Background: an optimization exercise with open tools, aiming at a short achievable clock period and few clock cycles. Do not read the settings as production practice. Only simulation tests tie the RTL to the original design; equivalence was not proved. No activity file was given, so power comes from the tool's default toggle rates.

==> delta: inputs <==
// mipsCore
module mipsCore (
    input  wire         clk,
    input  wire         rst_n,
    input  wire         icacheStall,
    input  wire  [31:0] icacheRdata,
    output wire  [29:0] icacheAddr,
    input  wire         dcacheStall,
    input  wire  [31:0] dcacheRdata,
    output wire         dcacheRead,
    output wire         dcacheWrite,
    output wire  [29:0] dcacheAddr,
    output wire  [31:0] dcacheWdata
);
    localparam logic [5:0] OP_R    = 6'h00;
    localparam logic [5:0] OP_BEQ  = 6'h04;
    localparam logic [5:0] OP_ADDI = 6'h08;
    localparam logic [5:0] OP_LW   = 6'h23;
    localparam logic [5:0] OP_SW   = 6'h2b;
    localparam logic [5:0] FN_ADD = 6'h20;
    localparam logic [5:0] FN_SUB = 6'h22;
    localparam logic [5:0] FN_AND = 6'h24;
    localparam logic [5:0] FN_OR  = 6'h25;
    localparam logic [5:0] FN_SLT = 6'h2a;
    localparam int NBTB = 4;
    wire        pipeStall = icacheStall | dcacheStall;
    wire        redirect;
  ...
make LEC_CHECK=0 CAP_MARGIN=20 CORE_MARGIN=2 CORE_UTILIZATION=45 PLACE_DENSITY=0.6 SETUP_SLACK_MARGIN=3.6 SLEW_MARGIN=20 SYNTH_HIERARCHICAL=1 SYNTH_MINIMUM_KEEP_SIZE=0 finish   # period 6.0 ns
run.sh (not shown) runs the stock make flow with config.mk's settings and CLKGATE_MAP_FILE= SYNTH_SCRIPT=/design/flow/synth_recipe.tcl, a recipe that flattens the netlist after the stock synthesis.
==> quartz: changes against delta <==
--- a/flow/design.v
+++ b/flow/design.v
@@ -1,12 +1,25 @@
 `timescale 1ns/1ps
 `default_nettype none
+module beqTaken (
+    input  wire  [15:0] hi,      
+    output wire         taken
+);
+    wire opBeq  = ~(hi[15] | hi[14] | hi[13] | hi[11] | hi[10]) & hi[12];
+    wire sameRs = ~|(hi[9:5] ^ hi[4:0]);
+    assign taken = opBeq & sameRs;
+endmodule
+`default_nettype wire
+`timescale 1ns/1ps
+`default_nettype none
 module regFile (
     input  wire         clk,
     input  wire         rst_n,
-    input  wire  [31:1] rsSel,   
-    input  wire  [31:1] rtSel,
+    input  wire  [31:1] rsSelLo,
+    input  wire  [31:1] rsSelHi,
+    input  wire  [31:1] rtSelLo,
+    input  wire  [31:1] rtSelHi,
     output wire  [31:0] rsVal,
     output wire  [31:0] rtVal,
     input  wire  [31:1] wrEn,    
     input  wire  [31:0] wrData
 );
@@ -28,36 +41,41 @@
     generate
         for (i = 1; i < 32; i++) begin : g_flat
             assign flat[32*i +: 32] = r[i];
         end
     endgenerate
-    rfRead readRs (.sel({rsSel, 1'b0}), .regs(flat), .val(rsVal));
-    rfRead readRt (.sel({rtSel, 1'b0}), .regs(flat), .val(rtVal));
+    rfRead readRs (.selLo({rsSelLo, 1'b0}), .selHi({rsSelHi, 1'b0}), .regs(flat),
+                   .val(rsVal));
+    rfRead readRt (.selLo({rtSelLo, 1'b0}), .selHi({rtSelHi, 1'b0}), .regs(flat),
+                   .val(rtVal));
 endmodule
 module rfRead (
-    input  wire  [31:0]      sel,
+    input  wire  [31:0]      selLo,
+    input  wire  [31:0]      selHi,
     input  wire  [32*32-1:0] regs,
     output wire  [31:0]      val
 );
     wire [16*32-1:0] t1N;
     wire [4*32-1:0]  t2;
     wire [2*32-1:0]  t3N;
-    rfReadL1 l1 (.sel(sel), .regs(regs), .outN(t1N));
+    rfReadL1 l1 (.selLo(selLo), .selHi(selHi), .regs(regs), .outN(t1N));
     rfReadL2 l2 (.inN(t1N), .out(t2));
     rfReadL3 l3 (.in(t2), .outN(t3N));
     rfReadL4 l4 (.inN(t3N), .out(val));
 endmodule
 module rfReadL1 (
-    input  wire  [31:0]      sel,
+    input  wire  [31:0]      selLo,
+    input  wire  [31:0]      selHi,
     input  wire  [32*32-1:0] regs,
     output wire  [16*32-1:0] outN
 );
     genvar j;
     generate
         for (j = 0; j < 16; j++) begin : g_pair
-            assign outN[32*j +: 32] = ~(({32{sel[2*j]}} & regs[32*(2*j) +: 32]) |
-                                        ({32{sel[2*j+1]}} & regs[32*(2*j+1) +: 32]));
+            assign outN[32*j +: 32] =
+                ~(({{16{selHi[2*j]}}, {16{selLo[2*j]}}} & regs[32*(2*j) +: 32]) |
+                  ({{16{selHi[2*j+1]}}, {16{selLo[2*j+1]}}} & regs[32*(2*j+1) +: 32]));
         end
     endgenerate
 endmodule
 module rfReadL2 (
     input  wire  [16*32-1:0] inN,
@@ -315,21 +333,23 @@
     localparam logic [5:0] FN_ADD = 6'h20;
     localparam logic [5:0] FN_SUB = 6'h22;
     localparam logic [5:0] FN_AND = 6'h24;
     localparam logic [5:0] FN_OR  = 6'h25;
     localparam logic [5:0] FN_SLT = 6'h2a;
-    localparam int NBTB = 4;
+    localparam int NBTB = 2;
     wire        pipeStall = icacheStall | dcacheStall;
     wire        redirect;
     logic       redirectD;   
     wire        brWait;      
     wire        ifHold = pipeStall || brWait;
     logic       ifValid;
     wire        idValid = ifValid && !redirectD;
     logic [31:0] ifInstr;
-    logic [31:1] ifRsSel;    
+    logic [31:1] ifRsSel;
+    logic [31:1] ifRsSelN;
     logic [31:1] ifRtSel;
+    logic [31:1] ifRtSelN;
     typedef struct packed {
         logic       add;
         logic       sub;
         logic       andOp;
         logic       orOp;
@@ -385,12 +405,16 @@
         .cin (1'b1),
         .inv (1'b0),
         .sum (pcPlus1)
     );
     wire  [15:0] fImm     = icacheRdata[15:0];
-    wire         fTaken   = icacheRdata[31:26] == OP_BEQ &&
-                            icacheRdata[25:21] == icacheRdata[20:16];
+    wire         fTaken;      
+    wire         fTakenPc;    
+    wire         fTakenOut;   
+    beqTaken predecode    (.hi(icacheRdata[31:16]), .taken(fTaken));
+    beqTaken predecodePc  (.hi(icacheRdata[31:16]), .taken(fTakenPc));
+    beqTaken predecodeOut (.hi(icacheRdata[31:16]), .taken(fTakenOut));
     wire  [29:0] fTarget;
     ksAdd #(.W(30)) targetAdder (
         .a   (pc),
         .b   ({{14{fImm[15]}}, fImm}),
         .cin (1'b1),
@@ -401,11 +425,11 @@
     assign icacheAddr = pcOut;
     logic [NBTB-1:0] btbValid;
     logic [29:0]     btbTag    [NBTB];
     logic [29:0]     btbTagM1  [NBTB];
     logic [29:0]     btbTarget [NBTB];
-    logic [1:0]      btbNext;
+    logic            btbNext;
     logic [29:0]     lastPc;     
     logic            lastSeq;    
     logic            btbWr;
     logic [29:0]     btbWrTag;
     logic [29:0]     btbWrTarget;
@@ -448,22 +472,22 @@
         fR         = fDec.add | fDec.sub | fDec.andOp | fDec.orOp | fDec.slt;
         fDec.wsel  = fR ? icacheRdata[15:11] : icacheRdata[20:16];
         fDec.regWrite = (fR | fDec.addi | fDec.lw) && fDec.wsel != 5'd0;
         fDec.zero  = (fDec.sub | fDec.slt) && icacheRdata[25:21] == icacheRdata[20:16];
     end
-    wire [29:0] pcNormal = fTaken ? fTarget : btbHit ? btbHitTarget : pcPlus1;
-    wire [29:0] pcHold   = ifHold ? pc : pcNormal;
+    wire [29:0] pcSeq    = btbHit ? btbHitTarget : pcPlus1;
+    wire [29:0] pcHold   = ifHold ? pc : fTakenPc ? fTarget : pcSeq;
     wire [29:0] pcNext;
     wire        redirectPc;      
     wire        redirectPcOut;   
     pcMux #(.W(30)) nextPc (
         .sel (redirectPc),
         .a   (exTarget),
         .b   (pcHold),
         .out (pcNext)
     );
-    wire [29:0] pcOutHold = ifHold ? pcOut : pcNormal;
+    wire [29:0] pcOutHold = ifHold ? pcOut : fTakenOut ? fTarget : pcSeq;
     wire [29:0] pcOutNext;
     pcMux #(.W(30)) nextPcOut (
         .sel (redirectPcOut),
         .a   (exTarget),
         .b   (pcOutHold),
@@ -498,11 +522,11 @@
                 btbHit  <= |hitSeqV;
             end
             btbWr <= fTaken && lastSeq && !brWait;
             if (btbWr) begin
                 btbValid[btbNext] <= 1'b1;
-                btbNext           <= btbNext + 2'd1;
+                btbNext           <= !btbNext;
             end
         end
     end
     always_ff @(posedge clk) begin
         if (!pipeStall && btbWr) begin
@@ -514,23 +538,33 @@
             btbHitTarget <= hitSeqTgt;
             lastPc       <= pc;
             btbWrTag     <= lastPc;
             btbWrTarget  <= fTarget;
             ifInstr  <= icacheRdata;
-            for (int i = 1; i < 32; i++) begin
-                ifRsSel[i] <= icacheRdata[25:21] == i;
-                ifRtSel[i] <= icacheRdata[20:16] == i;
-            end
             ifTarget <= fTarget;
             ifDec    <= fDec;
             ifMatchRs <= ifDec.wsel == icacheRdata[25:21];
             ifMatchRt <= ifDec.wsel == icacheRdata[20:16];
             ifBrWait <= fDec.br && idValid && ifDec.lw && ifDec.regWrite &&
                         (ifDec.wsel == icacheRdata[25:21] ||
                          ifDec.wsel == icacheRdata[20:16]);
         end
     end
+    logic [31:1] fRsSel;
+    logic [31:1] fRtSel;
+    always_comb begin
+        for (int i = 1; i < 32; i++) begin
+            fRsSel[i] = icacheRdata[25:21] == i;
+            fRtSel[i] = icacheRdata[20:16] == i;
+        end
+    end
+    always_ff @(posedge clk) begin
+        ifRsSel  <= ifHold ? ~ifRsSelN : fRsSel;
+        ifRsSelN <= ifHold ? ~ifRsSel : ~fRsSel;
+        ifRtSel  <= ifHold ? ~ifRtSelN : fRtSel;
+        ifRtSelN <= ifHold ? ~ifRtSel : ~fRtSel;
+    end
     wire [4:0]  rs     = ifInstr[25:21];
     wire [4:0]  rt     = ifInstr[20:16];
     wire [15:0] imm    = ifInstr[15:0];
     wire [31:0] immExt = {{16{imm[15]}}, imm};
     wire isSltI = ifDec.slt;
@@ -565,12 +599,14 @@
     wire [31:0] rfRs;
     wire [31:0] rfRt;
     regFile regs (
         .clk    (clk),
         .rst_n  (rst_n),
-        .rsSel  (ifRsSel),
-        .rtSel  (ifRtSel),
+        .rsSelLo(ifRsSel),
+        .rsSelHi(~ifRsSelN),
+        .rtSelLo(ifRtSel),
+        .rtSelHi(~ifRtSelN),
         .rsVal  (rfRs),
         .rtVal  (rfRt),
         .wrEn   (memWe),
         .wrData (mVal)
     );
==> comparison table <==
quantity	quartz	delta
Inserted Clock Buffers	199	202
Slew of the pin with the lowest slew margin	1.21 ns	1.17 ns
Clock network power consumption	0.0130 W	0.0134 W
Result of the run	no timing/DRC/antenna violations	no timing/DRC/antenna violations
Average instance area after synthesis	11.3 um^2	11.5 um^2
LEAKAGE	51.0 nW	51.1 nW
Fraction of area in clock buffers and inverters	0.0557	0.0570
Clock slew at reported path FFs	0.06 ns	0.07 ns
Critical R2R Launch	ifRtSelN[17]$_DFF_P_	ifRtSel[15]$_DFFE_PN_
Via count	80.0k	80.3k
Top power consumer group	sequential cells	combinational logic
Count of mapped cells out of synthesis	8,885	8,755
Reported net switching power	0.0189 W	0.0219 W
Required time reported for the critical path endpoint	4.80 ns	6.77 ns
GRT met2 Usage	0.489	0.505
Met3 track demand over resource in global routing	0.0706	0.0639
Arrival time at the worst endpoint	1.50 ns	3.46 ns
Testbench counts of delta, summed over its fixed seeds: cycles 33,047.
Testbench counts of quartz, summed over its fixed seeds: cycles 33,047.

## static timing again, ports no longer ideal
The flow's constraints put no driver on any port. The routed layouts listed below were extracted and timed again, unchanged, in two steps. Step 1, drivers: a clkbuf_16 drives clk and a buf_2 each remaining input, both assumed. Step 2 times the ports against the registers' clock, not the clock port: input delays grow and output delays shrink by t, the midpoint of the rising clock arrivals with the driver on. Slacks: ideal ports / drivers / drivers and shift; pairs: ideal ports / drivers.
| run | shift t [ns] | setup slack, ns | slew at the worst register clock pin (ns) |
|---|---|---|---|
| delta | 0.961 | 3.310 / 3.214 / 2.440 | 0.08 / 0.08 |
| quartz | 0.948 | 3.301 / 3.207 / 2.527 | 0.07 / 0.07 |
After both steps setup and hold are still met in every run listed. The setup slack of delta, which loses most, moves by -0.096 ns with the drivers and by -0.870 ns with both steps.
